This is an optimization exercise on Yosys and OpenROAD, whose aim is small area, a short achievable clock period and few clock cycles, not a production implementation.
The RTL was checked by simulation tests, not by an equivalence proof against the original design.
No activity file was given, so power comes from the tool's default toggle rates.

## cpu_top
module cpu_top (
  input  logic                       clk,
  input  logic                       rst_n,
  output logic [32-1:0] araddr,
  output logic                       arvalid,
  input  logic                       arready,
  input  logic [16-1:0]     rdata,
  input  logic                       rvalid,
  input  logic                       rlast,
  output logic                       rready,
  output logic [32-1:0] awaddr,
  output logic                       awvalid,
  input  logic                       awready,
  output logic [16-1:0]     wdata,
  output logic                       wvalid,
  output logic                       wlast,
  input  logic                       wready,
  input  logic                       bvalid,
  output logic                       bready,
  output logic                       io_stall
);
==> flow/config.mk <==
export PLATFORM = sky130hd
export DESIGN_NAME = cpu_top
export DESIGN_NICKNAME = cpu_top
export VERILOG_FILES = /design/flow/design.v
export SDC_FILE = /design/flow/constraint.sdc
export NUM_CORES = 4
export LEC_CHECK = 0
export CAP_MARGIN = 20
export CORE_MARGIN = 2
export CORE_UTILIZATION = 50
export PLACE_DENSITY = 0.6
export SETUP_SLACK_MARGIN = 3.5
export SLEW_MARGIN = 20
export SYNTH_HIERARCHICAL = 1
export TNS_END_PERCENT = 10
==> flow/constraint.sdc <==
create_clock -name core_clock -period 7.5 [get_ports {clk}]
set_input_delay 1.5000 -clock core_clock [delete_from_list [all_inputs] [get_ports {clk}]]
set_output_delay 1.5000 -clock core_clock [all_outputs]
set_load 0.01 [all_outputs]
run.sh (not shown) runs the stock make flow with config.mk's settings and CLKGATE_MAP_FILE= SYNTH_SCRIPT=/design/flow/synth_recipe.tcl, a recipe that flattens the netlist after the stock synthesis.
The starting point completed with no timing, DRC or antenna violations.
Testbench counts at the start, summed over its fixed seeds: cycles 43,719.
==> next run, changes <==
--- a/flow/design.v
+++ b/flow/design.v
@@ -107,13 +107,12 @@
 endmodule
 `timescale 1ns/1ps
 module data_cache (
   input  logic                       clk,
   input  logic                       rst_n,
   input  logic [10:0]                addr,      
-  input  logic [(2**4)-1:0]  off1h,     
   output logic [16-1:0]     ld_data,
   output logic                       hit,       
   output logic                       st_ok,     
   input  logic                       ld,        
   input  logic                       st,        
   input  logic                       ld_go,     
@@ -181,15 +180,13 @@
   assign hit     = |(match & ready);
   logic [16-1:0] rd_data;
   logic                   sp_hit;
   always_comb begin
     rd_data = '0;
     for (int k = 0; k < NS; k++) begin
-      for (int j = 0; j < 2**SW; j++) begin
-        rd_data = rd_data | (mem[k*(2**SW)+j] & {16{match[k] && off1h[j]}});
-      end
+      if (match[k]) rd_data = rd_data | mem[{LW'(k), off}];
     end
   end
   assign sp_hit  = sp_q && match[sp_slot_q] && (off == sp_off_q);
   assign ld_data = sp_hit ? sp_data_q : rd_data;
   assign cap     = beat && |capk;
   assign victim  = order_q[NS-1];
@@ -326,13 +323,12 @@
   output logic [12-1:0]  fetch_pc,
   input  logic [16-1:0] fetch_inst,
   input  logic                   fetch_hit,
   output logic                   inst_miss_pc_valid,
   output logic [12-1:0]  inst_miss_pc,
   output logic [10:0]            dmem_addr,
-  output logic [15:0]            dmem_off1h,
   input  logic [16-1:0] dmem_rdata,
   input  logic                   dmem_hit,
   input  logic                   dmem_st_ok,
   output logic                   dmem_ld,
   output logic                   dmem_st,
   output logic                   dmem_ld_go,
@@ -349,13 +345,12 @@
   logic                   irv_q;
   logic                   stall_q;
   logic [16-1:0] regs [16];
   logic [16-1:0] a_q;
   logic [16-1:0] b_q;
   logic [10:0]            addr_q;
-  logic [15:0]            off1h_q;     
   logic [2:0]             op;
   logic [3:0]             rs;
   logic [3:0]             rt;
   logic [3:0]             rd;
   logic                   fn;
   logic [16-1:0] a;
@@ -516,19 +511,17 @@
         bone_q[i] <= d_bv[2*i] ^ d_bm[i];
         btwo_q[i] <= (d_bv[2*i+1] & ~d_bv[2*i] & ~d_bm[i]) |
                      (~d_bv[2*i+1] & d_bv[2*i] & d_bm[i]);
         bneg_q[i] <= d_bv[2*i+1];
       end
       addr_q <= d_addr;
-      off1h_q <= 16'd1 << d_addr[3:0];
     end
   end
   assign inst_miss_pc_valid = !irv_q && !irfv_q;
   assign inst_miss_pc       = fa_q;
   assign dmem_addr          = addr_q;
-  assign dmem_off1h         = off1h_q;
   assign dmem_ld            = is_ld;
   assign dmem_st            = is_st;
   assign dmem_ld_go         = retire && (op == cpu_pkg::OP_LW);
   assign dmem_st_go         = retire && (op == cpu_pkg::OP_SW);
   assign dmem_wdata         = b;
   assign io_stall = stall_q;
@@ -928,13 +921,12 @@
   logic [16-1:0] fetch_inst;
   logic                   fetch_hit;
   logic                   imiss_valid;
   logic [12-1:0]  imiss_pc;
   logic                   ipresent;
   logic [10:0]            dmem_addr;
-  logic [15:0]            dmem_off1h;
   logic [16-1:0] dmem_rdata;
   logic                   dmem_hit;
   logic                   dmem_st_ok;
   logic                   dmem_ld;
   logic                   dmem_st;
   logic                   dmem_ld_go;
@@ -954,13 +946,12 @@
     .fetch_pc           (fetch_pc),
     .fetch_inst         (fetch_inst),
     .fetch_hit          (fetch_hit),
     .inst_miss_pc_valid (imiss_valid),
     .inst_miss_pc       (imiss_pc),
     .dmem_addr          (dmem_addr),
-    .dmem_off1h         (dmem_off1h),
     .dmem_rdata         (dmem_rdata),
     .dmem_hit           (dmem_hit),
     .dmem_st_ok         (dmem_st_ok),
     .dmem_ld            (dmem_ld),
     .dmem_st            (dmem_st),
     .dmem_ld_go         (dmem_ld_go),
@@ -980,13 +971,12 @@
     .bus_data   (rdata)
   );
   data_cache u_dcache (
     .clk        (clk),
     .rst_n      (rst_n),
     .addr       (dmem_addr),
-    .off1h      (dmem_off1h),
     .ld_data    (dmem_rdata),
     .hit        (dmem_hit),
     .st_ok      (dmem_st_ok),
     .ld         (dmem_ld),
     .st         (dmem_st),
     .ld_go      (dmem_ld_go),
The changed run completed with no timing, DRC or antenna violations.
Final area shrinks by 0.80%.
Routed wire length drops by 6.0%.
Hold slack loses 17 ps.
Power goes up by 0.43%.
Clock-buffer cell count increases by 3.
Via count decreases by 2.0%.
Global-route usage decreases by 1.9 points.
Utilization goes down by 0.33 points.
Die area went down by 0.51%.
Worst setup slack gets better by 190 ps.
Final cell count stays flat.
Sequential power went down by about 2%.
Register-to-register slack improves by 210 ps.
Sequential cell count drops by 16.
Testbench counts after the change, summed over its fixed seeds: cycles 43,719.

## afterwards: timing with drivers on the ports
No port has a modelled driver above. Below, the same layouts with a new extraction and two added sets of constraints. Step 1: set_driving_cell puts a clkbuf_16 on clk and a buf_2 on each other input, an assumption about the parent block. Step 2 adds t to the input delays and takes it off the output delays; t is the mean of the earliest and latest rising clock arrival at the registers after step 1. Input paths then give back, and output paths get back, about the clock's delay inside the block. a / b / c = no drivers / after step 1 / after step 2; a / b = the first two.
run | t, ns | setup slack, ns | worst hold slack (ns) | worst setup path after step 2 | pins driven straight from the clock port
the first run | 1.081 | 2.924 / 2.924 / 2.443 | 0.476 / 0.476 / 0.476 | input to register | 1
the second run | 1.066 | 3.111 / 3.006 / 2.218 | 0.460 / 0.460 / 0.460 | input to register | 1
After both steps setup and hold are still met in every run listed. For the second run, which loses most, drivers alone change the setup slack by -0.105 ns; drivers and shift together by -0.893 ns.
